Context: an optimization exercise on an open-source flow, tuned for small area, a short achievable clock period and few clock cycles per item. The choices shown serve that exercise and are no tape-out recipe.
Only simulation tests tie the RTL to the original design; equivalence was not proved.
Power is estimated from default activity; no workload was simulated.

==> job 2447: inputs <==
==> flow/design.v <==
package ias_pkg;
    localparam logic [7:0] OP_NOP      = 8'd0;
    localparam logic [7:0] OP_LOAD     = 8'd1;
    localparam logic [7:0] OP_STORE    = 8'd2;
    localparam logic [7:0] OP_ADD      = 8'd3;
    localparam logic [7:0] OP_SUB      = 8'd4;
    localparam logic [7:0] OP_JUMP     = 8'd5;
    localparam logic [7:0] OP_STORE_AC = 8'd6;
    localparam logic [7:0] OP_JUMP_POS = 8'd7;
    localparam logic [7:0] OP_LOAD_MQ  = 8'd8;
    localparam logic [7:0] OP_MUL      = 8'd9;
    typedef enum logic [2:0] {
        S_IDLE,
        S_FETCH,
        S_DECODE,
        S_EXECUTE,
        S_WRITE_BACK
    } state_t;
    function automatic logic is_mem_op(input logic [7:0] opc);
        is_mem_op = !(opc == OP_NOP || opc == OP_JUMP || opc == OP_JUMP_POS);
    endfunction
endpackage
module ias_ram_p #(
    parameter int DATA_W    = 8,
    parameter int ADDR_W    = 8,
    parameter int MEM_DEPTH = 256,
    parameter int LO_W      = 4
) (
    input  logic                         clk,
    input  logic [(1<<LO_W)-1:0]         we_lo_n_i,
    input  logic [(MEM_DEPTH>>LO_W)-1:0] we_hi_n_i,
    input  logic [DATA_W-1:0]            wdata_i,
    input  logic [LO_W-1:0]              raddr_lo_i,
    input  logic [ADDR_W-LO_W-1:0]       raddr_hi_i,
    output logic [DATA_W-1:0]            rdata_o
);
    localparam int NGRP = MEM_DEPTH >> LO_W;
    logic [DATA_W-1:0] mem_q [MEM_DEPTH];
    logic [DATA_W-1:0] grp_q [NGRP];
    for (genvar w = 0; w < MEM_DEPTH; w++) begin : g_word
        always_ff @(posedge clk) begin
            if (!(we_hi_n_i[w >> LO_W] || we_lo_n_i[w % (1 << LO_W)])) mem_q[w] <= wdata_i;
        end
    end
    for (genvar g = 0; g < NGRP; g++) begin : g_grp
        always_ff @(posedge clk) begin
            grp_q[g] <= mem_q[{g[ADDR_W-LO_W-1:0], raddr_lo_i}];
        end
    end
    assign rdata_o = grp_q[raddr_hi_i];
endmodule
module ias_core_p #(
    parameter int DATA_W    = 8,
    parameter int ADDR_W    = 8,
    parameter int MEM_DEPTH = 256,
    parameter int OPC_W     = 8
) (
    input  logic              clk,
    input  logic              reset,
    input  logic              instr_valid,
    output logic              instr_ready,
    input  logic [OPC_W-1:0]  opcode,
    input  logic [ADDR_W-1:0] address,
    input  logic [DATA_W-1:0] data_in,
    output logic [DATA_W-1:0] data_out,
    output logic [DATA_W-1:0] mq_out,
    output logic [ADDR_W-1:0] pc_out,
    output logic              done,
    output logic              carry,
    output logic              err
);
    localparam int TW   = DATA_W + 4;    
    localparam int LO_W = 4;             
    localparam int NLO  = 1 << LO_W;
    localparam int NHI  = MEM_DEPTH >> LO_W;
    typedef struct packed {
        logic load, store, add, sub, jump, stac, jpos, ldmq, mul, ill;
    } dec_t;
    function automatic dec_t decode(input logic [OPC_W-1:0] opc);
        dec_t d;
        d       = '0;
        d.load  = (opc == ias_pkg::OP_LOAD);
        d.store = (opc == ias_pkg::OP_STORE);
        d.add   = (opc == ias_pkg::OP_ADD);
        d.sub   = (opc == ias_pkg::OP_SUB);
        d.jump  = (opc == ias_pkg::OP_JUMP);
        d.stac  = (opc == ias_pkg::OP_STORE_AC);
        d.jpos  = (opc == ias_pkg::OP_JUMP_POS);
        d.ldmq  = (opc == ias_pkg::OP_LOAD_MQ);
        d.mul   = (opc == ias_pkg::OP_MUL);
        d.ill   = (opc > ias_pkg::OP_MUL);
        decode = d;
    endfunction
    function automatic logic [15:0] pfx_add(input logic [15:0] a, input logic [15:0] b,
                                            input logic cin);
        logic [15:0] g, p, gg, pg;
        g     = a & b;
        p     = a ^ b;
        gg    = g;
        pg    = p;
        gg[0] = g[0] | (p[0] & cin);
        for (int l = 0; l < 4; l++) begin
            for (int i = 15; i >= (1 << l); i--) begin
                gg[i] = gg[i] | (pg[i] & gg[i - (1 << l)]);
                pg[i] = pg[i] & pg[i - (1 << l)];
            end
        end
        pfx_add = p ^ {gg[14:0], cin};
    endfunction
    function automatic logic [15:0] add3(input logic [15:0] a, input logic [15:0] b,
                                         input logic [15:0] c);
        add3 = pfx_add(a ^ b ^ c, {(a[14:0] & b[14:0]) | (a[14:0] & c[14:0]) |
                                   (b[14:0] & c[14:0]), 1'b0}, 1'b0);
    endfunction
    function automatic logic [TW-1:0] odd_mult(input logic [DATA_W-1:0] m, input int k);
        logic [15:0] x, r;
        x = 16'(m);
        case (k)
            3:       r = pfx_add(x << 1, x, 1'b0);
            5:       r = pfx_add(x << 2, x, 1'b0);
            7:       r = pfx_add(x << 3, ~x, 1'b1);
            9:       r = pfx_add(x << 3, x, 1'b0);
            11:      r = add3(x << 3, x << 1, x);
            13:      r = add3(x << 3, x << 2, x);
            default: r = pfx_add(x << 4, ~x, 1'b1);
        endcase
        odd_mult = TW'(r);
    endfunction
    function automatic logic [15:0] onehot16(input logic [3:0] x);
        onehot16 = 16'd1 << x;
    endfunction
    function automatic logic [TW-1:0] mtab(input logic [15:0] k, input logic [DATA_W-1:0] m,
                                           input logic [TW-1:0] m3, input logic [TW-1:0] m5,
                                           input logic [TW-1:0] m7, input logic [TW-1:0] m9,
                                           input logic [TW-1:0] m11, input logic [TW-1:0] m13,
                                           input logic [TW-1:0] m15);
        logic [TW-1:0] m1;
        m1   = TW'(m);
        mtab = ({TW{k[1]}}  & m1)         | ({TW{k[2]}}  & (m1 << 1)) |
               ({TW{k[3]}}  & m3)         | ({TW{k[4]}}  & (m1 << 2)) |
               ({TW{k[5]}}  & m5)         | ({TW{k[6]}}  & (m3 << 1)) |
               ({TW{k[7]}}  & m7)         | ({TW{k[8]}}  & (m1 << 3)) |
               ({TW{k[9]}}  & m9)         | ({TW{k[10]}} & (m5 << 1)) |
               ({TW{k[11]}} & m11)        | ({TW{k[12]}} & (m3 << 2)) |
               ({TW{k[13]}} & m13)        | ({TW{k[14]}} & (m7 << 1)) |
               ({TW{k[15]}} & m15);
    endfunction
    logic              ready_q;
    logic              s1_v, s2_v, s3_v;
    dec_t              s1_op, s2_op, s3_op;
    logic [ADDR_W-1:0] s1_a, s2_a, s3_a;
    logic [DATA_W-1:0] s1_d, s2_d, s3_d;
    logic              s1_wr, s2_wr, s3_wr;
    logic              s1_hit2, s1_hit3, s1_hitw, s1_fac, s2_fac;
    logic [NLO-1:0]    s3_we_lo_n;        
    logic [NHI-1:0]    s3_we_hi_n;
    logic              w_v;               
    logic [DATA_W-1:0] w_d;
    logic [DATA_W-1:0] s2_m, s3_m;
    logic [TW-1:0]     s3_m3, s3_m5, s3_m7, s3_m9, s3_m11, s3_m13, s3_m15;
    logic [DATA_W-1:0] ac_q, mq_q;
    logic [15:0]       mq_hi_oh, mq_lo_oh;    
    logic [ADDR_W-1:0] pc_q;
    logic              carry_q, done_q, err_q;
    logic [DATA_W-1:0] o_ac_q, o_mq_q;
    logic [ADDR_W-1:0] o_pc_q;
    logic              o_carry_q, o_done_q, o_err_q;
    dec_t              in_op;
    logic              in_wr;
    logic [DATA_W-1:0] ram_rdata, wdata, m1, m2;
    logic              we;
    logic [DATA_W:0]   sum, diff;
    logic [TW-1:0]     pp_hi, pp_lo;
    logic [2*DATA_W-1:0] prod;
    logic [DATA_W-1:0] ac_d, mq_d;
    logic [ADDR_W-1:0] pc_d;
    logic              carry_d;
    assign in_op = decode(opcode);
    assign in_wr = in_op.store || in_op.stac;
    assign we    = s3_v && s3_wr;
    assign wdata = s3_op.stac ? ac_q : s3_d;
    ias_ram_p #(
        .DATA_W   (DATA_W),
        .ADDR_W   (ADDR_W),
        .MEM_DEPTH(MEM_DEPTH),
        .LO_W     (LO_W)
    ) u_ram (
        .clk       (clk),
        .we_lo_n_i (s3_we_lo_n),
        .we_hi_n_i (s3_we_hi_n),
        .wdata_i   (wdata),
        .raddr_lo_i(address[LO_W-1:0]),
        .raddr_hi_i(s1_a[ADDR_W-1:LO_W]),
        .rdata_o   (ram_rdata)
    );
    always_comb begin
        m1 = ram_rdata;
        if (s1_hitw && w_v) m1 = w_d;
        if (s1_hit3 && we)  m1 = wdata;
        if (s1_hit2)        m1 = s2_d;
    end
    assign m2  = s2_fac ? ac_q : s2_m;
    logic [TW-1:0] tab_m [7];
    logic [TW-1:0] tab_ac [7];
    for (genvar j = 0; j < 7; j++) begin : g_tab
        assign tab_m[j]  = odd_mult(s2_m, 2 * j + 3);
        assign tab_ac[j] = odd_mult(ac_q, 2 * j + 3);
    end
    logic [15:0] sum16, diff16, prod_hi;
    assign sum16  = pfx_add(16'(ac_q), 16'(s3_m), 1'b0);
    assign diff16 = pfx_add(16'(ac_q), {8'hFF, ~s3_m}, 1'b1);
    assign sum    = sum16[DATA_W:0];
    assign diff   = diff16[DATA_W:0];
    assign pp_hi = mtab(mq_hi_oh, s3_m, s3_m3, s3_m5, s3_m7, s3_m9, s3_m11, s3_m13, s3_m15);
    assign pp_lo = mtab(mq_lo_oh, s3_m, s3_m3, s3_m5, s3_m7, s3_m9, s3_m11, s3_m13, s3_m15);
    assign prod_hi = pfx_add(16'(pp_hi), 16'(pp_lo[TW-1:4]), 1'b0);
    assign prod    = {prod_hi[TW-1:0], pp_lo[3:0]};
    always_comb begin
        ac_d    = ac_q;
        mq_d    = mq_q;
        carry_d = carry_q;
        pc_d    = pc_q + ADDR_W'(1);
        if (s3_op.jump || (s3_op.jpos && !ac_q[DATA_W-1])) pc_d = s3_a;
        if (s3_op.load) ac_d = s3_m;
        if (s3_op.add)  {carry_d, ac_d} = sum;
        if (s3_op.sub)  {carry_d, ac_d} = diff;
        if (s3_op.ldmq) mq_d = s3_m;
        if (s3_op.mul)  {ac_d, mq_d} = prod;
    end
    always_ff @(posedge clk) begin
        s1_a    <= address;
        s1_d    <= data_in;
        s1_op   <= in_op;
        s1_wr   <= in_wr;
        s1_hit2 <= s1_v && s1_op.store && (s1_a == address);
        s1_fac  <= s1_v && s1_op.stac && (s1_a == address);
        s1_hit3 <= s2_wr && (s2_a == address);
        s1_hitw <= s3_wr && (s3_a == address);
        w_v     <= we;
        w_d     <= wdata;
        s2_a    <= s1_a;
        s2_d    <= s1_d;
        s2_op   <= s1_op;
        s2_wr   <= s1_wr;
        s2_m    <= m1;
        s2_fac  <= s1_fac;
        s3_a    <= s2_a;
        s3_d    <= s2_d;
        s3_op   <= s2_op;
        s3_wr   <= s2_wr;
        s3_we_hi_n <= ~onehot16(s2_a[ADDR_W-1:LO_W]);
        s3_m    <= m2;
        s3_m3   <= s2_fac ? tab_ac[0] : tab_m[0];
        s3_m5   <= s2_fac ? tab_ac[1] : tab_m[1];
        s3_m7   <= s2_fac ? tab_ac[2] : tab_m[2];
        s3_m9   <= s2_fac ? tab_ac[3] : tab_m[3];
        s3_m11  <= s2_fac ? tab_ac[4] : tab_m[4];
        s3_m13  <= s2_fac ? tab_ac[5] : tab_m[5];
        s3_m15  <= s2_fac ? tab_ac[6] : tab_m[6];
    end
    always_ff @(posedge clk) begin
        if (reset) begin
            ready_q   <= 1'b0;
            s1_v      <= 1'b0;
            s2_v      <= 1'b0;
            s3_v      <= 1'b0;
            s3_we_lo_n <= '1;
            ac_q      <= '0;
            mq_q      <= '0;
            mq_hi_oh  <= 16'd1;
            mq_lo_oh  <= 16'd1;
            pc_q      <= '0;
            carry_q   <= 1'b0;
            done_q    <= 1'b0;
            err_q     <= 1'b0;
            o_ac_q    <= '0;
            o_mq_q    <= '0;
            o_pc_q    <= '0;
            o_carry_q <= 1'b0;
            o_done_q  <= 1'b0;
            o_err_q   <= 1'b0;
        end else begin
            ready_q   <= 1'b1;
            s1_v      <= instr_valid && ready_q;
            s2_v      <= s1_v;
            s3_v      <= s2_v;
            s3_we_lo_n <= (s2_v && s2_wr) ? ~onehot16(s2_a[LO_W-1:0]) : '1;
            done_q    <= s3_v;
            err_q     <= s3_v && s3_op.ill;
            if (s3_v) begin
                ac_q     <= ac_d;
                mq_q     <= mq_d;
                mq_hi_oh <= onehot16(mq_d[7:4]);
                mq_lo_oh <= onehot16(mq_d[3:0]);
                pc_q     <= pc_d;
                carry_q  <= carry_d;
            end
            o_ac_q    <= ac_q;
            o_mq_q    <= mq_q;
            o_pc_q    <= pc_q;
            o_carry_q <= carry_q;
            o_done_q  <= done_q;
            o_err_q   <= err_q;
        end
    end
    assign instr_ready = ready_q;
    assign data_out    = o_ac_q;
    assign mq_out      = o_mq_q;
    assign pc_out      = o_pc_q;
    assign done        = o_done_q;
    assign carry       = o_carry_q;
    assign err         = o_err_q;
endmodule
==> flow/run.sh <==
#!/bin/bash
# synth_recipe.tcl (not shown) runs the flow's synth.tcl, then flattens the netlist and writes it again
# the make line also repeats each setting of config.mk as NAME=value (left out here)
make -C /OpenROAD-flow-scripts/flow DESIGN_CONFIG=/design/flow/config.mk WORK_HOME=/design/flow/orfs CLKGATE_MAP_FILE= SYNTH_SCRIPT=/design/flow/synth_recipe.tcl finish
==> flow/config.mk <==
export PLATFORM = sky130hd
export DESIGN_NAME = ias_core_p
export DESIGN_NICKNAME = ias_core_p
export VERILOG_FILES = /design/flow/design.v
export SDC_FILE = /design/flow/constraint.sdc
export NUM_CORES = 4
export LEC_CHECK = 0
export CAP_MARGIN = 20
export CORE_MARGIN = 2
export CORE_UTILIZATION = 55
export CTS_CLUSTER_DIAMETER = 60
export CTS_CLUSTER_SIZE = 24
export SETUP_SLACK_MARGIN = 3.4
export SLEW_MARGIN = 20
==> flow/constraint.sdc <==
create_clock -name core_clock -period 6.0 [get_ports {clk}]
set_input_delay 1.2000 -clock core_clock [delete_from_list [all_inputs] [get_ports {clk}]]
set_output_delay 1.2000 -clock core_clock [all_outputs]
set_load 0.01 [all_outputs]
==> job 4245: changes against job 2447 <==
--- a/flow/design.v
+++ b/flow/design.v
@@ -29,4 +29,4 @@
     input  logic                         clk,
-    input  logic [(1<<LO_W)-1:0]         we_lo_n_i,
-    input  logic [(MEM_DEPTH>>LO_W)-1:0] we_hi_n_i,
+    input  logic [(1<<LO_W)-1:0]         we_lo_i,
+    input  logic [(MEM_DEPTH>>LO_W)-1:0] we_hi_i,
     input  logic [DATA_W-1:0]            wdata_i,
@@ -41,3 +41,3 @@
         always_ff @(posedge clk) begin
-            if (!(we_hi_n_i[w >> LO_W] || we_lo_n_i[w % (1 << LO_W)])) mem_q[w] <= wdata_i;
+            if (we_hi_i[w >> LO_W] && we_lo_i[w % (1 << LO_W)]) mem_q[w] <= wdata_i;
         end
@@ -154,4 +154,4 @@
     logic              s1_hit2, s1_hit3, s1_hitw, s1_fac, s2_fac;
-    logic [NLO-1:0]    s3_we_lo_n;        
-    logic [NHI-1:0]    s3_we_hi_n;
+    logic [NLO-1:0]    s3_we_lo;          
+    logic [NHI-1:0]    s3_we_hi;
     logic              w_v;               
@@ -188,4 +188,4 @@
         .clk       (clk),
-        .we_lo_n_i (s3_we_lo_n),
-        .we_hi_n_i (s3_we_hi_n),
+        .we_lo_i   (s3_we_lo),
+        .we_hi_i   (s3_we_hi),
         .wdata_i   (wdata),
@@ -250,3 +250,3 @@
         s3_wr   <= s2_wr;
-        s3_we_hi_n <= ~onehot16(s2_a[ADDR_W-1:LO_W]);
+        s3_we_hi <= onehot16(s2_a[ADDR_W-1:LO_W]);
         s3_m    <= m2;
@@ -266,3 +266,3 @@
             s3_v      <= 1'b0;
-            s3_we_lo_n <= '1;
+            s3_we_lo  <= '0;
             ac_q      <= '0;
@@ -286,3 +286,3 @@
             s3_v      <= s2_v;
-            s3_we_lo_n <= (s2_v && s2_wr) ? ~onehot16(s2_a[LO_W-1:0]) : '1;
+            s3_we_lo  <= (s2_v && s2_wr) ? onehot16(s2_a[LO_W-1:0]) : '0;
             done_q    <= s3_v;
- CORE_UTILIZATION: 55 -> 60
- SETUP_SLACK_MARGIN: 3.4 -> 3.3
==> job 8113: changes against job 2447 <==
==> flow/design.v, changed modules only <==
module ias_ram_p #(
    parameter int DATA_W    = 8,
    parameter int ADDR_W    = 8,
    parameter int MEM_DEPTH = 256,
    parameter int LO_W      = 4
) (
    input  logic                         clk,
    input  logic [(1<<LO_W)-1:0]         we_lo_i,
    input  logic [(MEM_DEPTH>>LO_W)-1:0] we_hi_i,
    input  logic [DATA_W-1:0]            wdata_i,
    input  logic [LO_W-1:0]              raddr_lo_i,
    input  logic [ADDR_W-LO_W-1:0]       raddr_hi_i,
    output logic [DATA_W-1:0]            rdata_o
);
    localparam int NGRP = MEM_DEPTH >> LO_W;
    logic [DATA_W-1:0] mem_q [MEM_DEPTH];
    logic [DATA_W-1:0] grp_q [NGRP];
    for (genvar w = 0; w < MEM_DEPTH; w++) begin : g_word
        always_ff @(posedge clk) begin
            if (we_hi_i[w >> LO_W] && we_lo_i[w % (1 << LO_W)]) mem_q[w] <= wdata_i;
        end
    end
    for (genvar g = 0; g < NGRP; g++) begin : g_grp
        always_ff @(posedge clk) begin
            grp_q[g] <= mem_q[{g[ADDR_W-LO_W-1:0], raddr_lo_i}];
        end
    end
    assign rdata_o = grp_q[raddr_hi_i];
endmodule
module ias_core_p #(
    parameter int DATA_W    = 8,
    parameter int ADDR_W    = 8,
    parameter int MEM_DEPTH = 256,
    parameter int OPC_W     = 8
) (
    input  logic              clk,
    input  logic              reset,
    input  logic              instr_valid,
    output logic              instr_ready,
    input  logic [OPC_W-1:0]  opcode,
    input  logic [ADDR_W-1:0] address,
    input  logic [DATA_W-1:0] data_in,
    output logic [DATA_W-1:0] data_out,
    output logic [DATA_W-1:0] mq_out,
    output logic [ADDR_W-1:0] pc_out,
    output logic              done,
    output logic              carry,
    output logic              err
);
    localparam int TW   = DATA_W + 4;    
    localparam int LO_W = 4;             
    localparam int NLO  = 1 << LO_W;
    localparam int NHI  = MEM_DEPTH >> LO_W;
    typedef struct packed {
        logic load, store, add, sub, jump, stac, jpos, ldmq, mul, ill;
    } dec_t;
    function automatic dec_t decode(input logic [OPC_W-1:0] opc);
        dec_t d;
        d       = '0;
        d.load  = (opc == ias_pkg::OP_LOAD);
        d.store = (opc == ias_pkg::OP_STORE);
        d.add   = (opc == ias_pkg::OP_ADD);
        d.sub   = (opc == ias_pkg::OP_SUB);
        d.jump  = (opc == ias_pkg::OP_JUMP);
        d.stac  = (opc == ias_pkg::OP_STORE_AC);
        d.jpos  = (opc == ias_pkg::OP_JUMP_POS);
        d.ldmq  = (opc == ias_pkg::OP_LOAD_MQ);
        d.mul   = (opc == ias_pkg::OP_MUL);
        d.ill   = (opc > ias_pkg::OP_MUL);
        decode = d;
    endfunction
    function automatic logic [15:0] onehot16(input logic [3:0] x);
        onehot16 = 16'd1 << x;
    endfunction
    function automatic logic [TW-1:0] mtab(input logic [15:0] k, input logic [DATA_W-1:0] m,
                                           input logic [TW-1:0] m3, input logic [TW-1:0] m5,
                                           input logic [TW-1:0] m7, input logic [TW-1:0] m9,
                                           input logic [TW-1:0] m11, input logic [TW-1:0] m13,
                                           input logic [TW-1:0] m15);
        logic [TW-1:0] m1;
        m1   = TW'(m);
        mtab = ({TW{k[1]}}  & m1)         | ({TW{k[2]}}  & (m1 << 1)) |
               ({TW{k[3]}}  & m3)         | ({TW{k[4]}}  & (m1 << 2)) |
               ({TW{k[5]}}  & m5)         | ({TW{k[6]}}  & (m3 << 1)) |
               ({TW{k[7]}}  & m7)         | ({TW{k[8]}}  & (m1 << 3)) |
               ({TW{k[9]}}  & m9)         | ({TW{k[10]}} & (m5 << 1)) |
               ({TW{k[11]}} & m11)        | ({TW{k[12]}} & (m3 << 2)) |
               ({TW{k[13]}} & m13)        | ({TW{k[14]}} & (m7 << 1)) |
               ({TW{k[15]}} & m15);
    endfunction
    logic              ready_q;
    logic              s1_v, s2_v, s3_v;
    dec_t              s1_op, s2_op, s3_op;
    logic [ADDR_W-1:0] s1_a, s2_a, s3_a;
    logic [DATA_W-1:0] s1_d, s2_d, s3_d;
    logic              s1_wr, s2_wr, s3_wr;
    logic              s1_hit2, s1_hit3, s1_hitw, s1_fac, s2_fac;
    logic [NLO-1:0]    s3_we_lo;          
    logic [NHI-1:0]    s3_we_hi;
    logic              w_v;               
    logic [DATA_W-1:0] w_d;
    logic [DATA_W-1:0] s2_m, s3_m;
    logic [TW-1:0]     s3_m3, s3_m5, s3_m7, s3_m9, s3_m11, s3_m13, s3_m15;
    logic [DATA_W-1:0] ac_q, mq_q;
    logic [15:0]       mq_hi_oh, mq_lo_oh;    
    logic [ADDR_W-1:0] pc_q;
    logic              carry_q, done_q, err_q;
    logic [DATA_W-1:0] o_ac_q, o_mq_q;
    logic [ADDR_W-1:0] o_pc_q;
    logic              o_carry_q, o_done_q, o_err_q;
    dec_t              in_op;
    logic              in_wr;
    logic [DATA_W-1:0] ram_rdata, wdata, m1, m2;
    logic              we;
    logic [TW-1:0]     m2x;
    logic [DATA_W:0]   sum, diff;
    logic [TW-1:0]     pp_hi, pp_lo;
    logic [2*DATA_W-1:0] prod;
    logic [DATA_W-1:0] ac_d, mq_d;
    logic [ADDR_W-1:0] pc_d;
    logic              carry_d;
    assign in_op = decode(opcode);
    assign in_wr = in_op.store || in_op.stac;
    assign we    = s3_v && s3_wr;
    assign wdata = s3_op.stac ? ac_q : s3_d;
    ias_ram_p #(
        .DATA_W   (DATA_W),
        .ADDR_W   (ADDR_W),
        .MEM_DEPTH(MEM_DEPTH),
        .LO_W     (LO_W)
    ) u_ram (
        .clk       (clk),
        .we_lo_i   (s3_we_lo),
        .we_hi_i   (s3_we_hi),
        .wdata_i   (wdata),
        .raddr_lo_i(address[LO_W-1:0]),
        .raddr_hi_i(s1_a[ADDR_W-1:LO_W]),
        .rdata_o   (ram_rdata)
    );
    always_comb begin
        m1 = ram_rdata;
        if (s1_hitw && w_v) m1 = w_d;
        if (s1_hit3 && we)  m1 = wdata;
        if (s1_hit2)        m1 = s2_d;
    end
    assign m2  = s2_fac ? ac_q : s2_m;
    assign m2x = TW'(m2);
    assign sum   = {1'b0, ac_q} + {1'b0, s3_m};
    assign diff  = {1'b0, ac_q} - {1'b0, s3_m};
    assign pp_hi = mtab(mq_hi_oh, s3_m, s3_m3, s3_m5, s3_m7, s3_m9, s3_m11, s3_m13, s3_m15);
    assign pp_lo = mtab(mq_lo_oh, s3_m, s3_m3, s3_m5, s3_m7, s3_m9, s3_m11, s3_m13, s3_m15);
    assign prod  = {pp_hi, 4'd0} + {4'd0, pp_lo};
    always_comb begin
        ac_d    = ac_q;
        mq_d    = mq_q;
        carry_d = carry_q;
        pc_d    = pc_q + ADDR_W'(1);
        if (s3_op.jump || (s3_op.jpos && !ac_q[DATA_W-1])) pc_d = s3_a;
        if (s3_op.load) ac_d = s3_m;
        if (s3_op.add)  {carry_d, ac_d} = sum;
        if (s3_op.sub)  {carry_d, ac_d} = diff;
        if (s3_op.ldmq) mq_d = s3_m;
        if (s3_op.mul)  {ac_d, mq_d} = prod;
    end
    always_ff @(posedge clk) begin
        s1_a    <= address;
        s1_d    <= data_in;
        s1_op   <= in_op;
        s1_wr   <= in_wr;
        s1_hit2 <= s1_v && s1_op.store && (s1_a == address);
        s1_fac  <= s1_v && s1_op.stac && (s1_a == address);
        s1_hit3 <= s2_wr && (s2_a == address);
        s1_hitw <= s3_wr && (s3_a == address);
        w_v     <= we;
        w_d     <= wdata;
        s2_a    <= s1_a;
        s2_d    <= s1_d;
        s2_op   <= s1_op;
        s2_wr   <= s1_wr;
        s2_m    <= m1;
        s2_fac  <= s1_fac;
        s3_a    <= s2_a;
        s3_d    <= s2_d;
        s3_op   <= s2_op;
        s3_wr   <= s2_wr;
        s3_we_hi <= onehot16(s2_a[ADDR_W-1:LO_W]);
        s3_m    <= m2;
        s3_m3   <= (m2x << 1) + m2x;
        s3_m5   <= (m2x << 2) + m2x;
        s3_m7   <= (m2x << 3) - m2x;
        s3_m9   <= (m2x << 3) + m2x;
        s3_m11  <= (m2x << 3) + (m2x << 1) + m2x;
        s3_m13  <= (m2x << 3) + (m2x << 2) + m2x;
        s3_m15  <= (m2x << 4) - m2x;
    end
    always_ff @(posedge clk) begin
        if (reset) begin
            ready_q   <= 1'b0;
            s1_v      <= 1'b0;
            s2_v      <= 1'b0;
            s3_v      <= 1'b0;
            s3_we_lo  <= '0;
            ac_q      <= '0;
            mq_q      <= '0;
            mq_hi_oh  <= 16'd1;
            mq_lo_oh  <= 16'd1;
            pc_q      <= '0;
            carry_q   <= 1'b0;
            done_q    <= 1'b0;
            err_q     <= 1'b0;
            o_ac_q    <= '0;
            o_mq_q    <= '0;
            o_pc_q    <= '0;
            o_carry_q <= 1'b0;
            o_done_q  <= 1'b0;
            o_err_q   <= 1'b0;
        end else begin
            ready_q   <= 1'b1;
            s1_v      <= instr_valid && ready_q;
            s2_v      <= s1_v;
            s3_v      <= s2_v;
            s3_we_lo  <= (s2_v && s2_wr) ? onehot16(s2_a[LO_W-1:0]) : '0;
            done_q    <= s3_v;
            err_q     <= s3_v && s3_op.ill;
            if (s3_v) begin
                ac_q     <= ac_d;
                mq_q     <= mq_d;
                mq_hi_oh <= onehot16(mq_d[7:4]);
                mq_lo_oh <= onehot16(mq_d[3:0]);
                pc_q     <= pc_d;
                carry_q  <= carry_d;
            end
            o_ac_q    <= ac_q;
            o_mq_q    <= mq_q;
            o_pc_q    <= pc_q;
            o_carry_q <= carry_q;
            o_done_q  <= done_q;
            o_err_q   <= err_q;
        end
    end
    assign instr_ready = ready_q;
    assign data_out    = o_ac_q;
    assign mq_out      = o_mq_q;
    assign pc_out      = o_pc_q;
    assign done        = o_done_q;
    assign carry       = o_carry_q;
    assign err         = o_err_q;
endmodule
- ABC_CLOCK_PERIOD_IN_PS: not set -> 2500
- CORE_UTILIZATION: 55 -> 60
- CTS_CLUSTER_DIAMETER: 60 -> not set
- CTS_CLUSTER_SIZE: 24 -> not set
- SETUP_SLACK_MARGIN: 3.4 -> 3.5
==> notes <==
Job 8113 finished with timing, DRC and antenna clean. Job 2447 finished clean. Job 4245 completed, yet does not pass: antenna rules. Against job 4245, the die area of job 8113 is smaller by about 2.4%. The lowest combinational power belongs to job 4245, the highest to job 2447. Against job 4245, the register-to-register slack of job 8113 is worse by 0.30 ns. Area after synthesis is about the same in job 2447 and job 4245. Fmax: job 4245 > job 2447 > job 8113. Between job 2447 and job 4245, the lower non-clock buffer count is in job 4245 (gap 49).
==> figures <==
                                                                                    job 2447                    job 4245            job 8113
Status                                                              timing/DRC/antenna clean  complete, but fails checks  timing/DRC/antenna clean
Layout check failures                                                                      -               antenna rules                   -
Data required time at the worst endpoint                                             6.76 ns                     6.73 ns             6.74 ns
Met3 track demand over resource in global routing                                     0.1257                      0.1313              0.1443
Seq group                                                                           0.0195 W                    0.0196 W            0.0195 W
Row count                                                                                153                         146                 144
Final Non-Filler Cells                                                                  8993                        8728                8525
Mean post-synth cell area                                                          15.03 um2                   15.26 um2           15.70 um2
Hold-critical path endpoint                                                 s3_op[6]$_DFF_P_             s2_d[7]$_DFF_P_    s3_op[4]$_DFF_P_
Antenna fix cells                                                                         18                         104                  60
Setup slack of the critical path after layout                                       3.061 ns                    3.130 ns            2.832 ns
Critical R2R Capture                                                mq_hi_oh[2]$_SDFFE_PP0P_        ac_q[5]$_SDFFE_PP0P_  s3_m11[10]$_DFF_P_
Via count                                                                              64190                       63581               62906
Portion of synthesized cell area occupied by the leading cell type                    0.6430                      0.6424              0.6582
Net count after synthesis                                                               6549                        6460                6073
Testbench counts of job 2447, summed over its fixed seeds: cycles 24,040, items 24,000.
Testbench counts of job 4245, summed over its fixed seeds: cycles 24,040, items 24,000.
Testbench counts of job 8113, summed over its fixed seeds: cycles 24,040, items 24,000.

==> port drivers added, routing unchanged <==
The results above use ideal ports. As a check the final layouts listed here were re-extracted and re-timed, cells and wires unchanged. Step 1 sets driving cells, clkbuf_16 on the clock port and buf_2 on the other inputs (assumed; they add their load-dependent delay and slew). Step 2 adds t to the input delays and takes it off the output delays; t is the mean of the earliest and latest rising clock arrival at the registers after step 1. Input paths then give back, and output paths get back, about the clock's delay inside the block. Slacks: ideal ports / drivers / drivers and shift; pairs: ideal ports / drivers.
run	t, ns	slack for setup (ns)	worst hold slack (ns)	worst register clock-pin slew, ns
job 2447	0.932	3.061 / 3.061 / 2.316	0.328 / 0.328 / 0.328	0.10 / 0.10
job 4245	0.915	3.130 / 3.130 / 2.254	0.331 / 0.331 / 0.331	0.10 / 0.10
job 8113	0.958	2.832 / 2.832 / 2.201	0.325 / 0.325 / 0.325	0.07 / 0.07
For job 4245, which loses most, drivers alone change the setup slack by 0.000 ns; drivers and shift together by -0.876 ns.
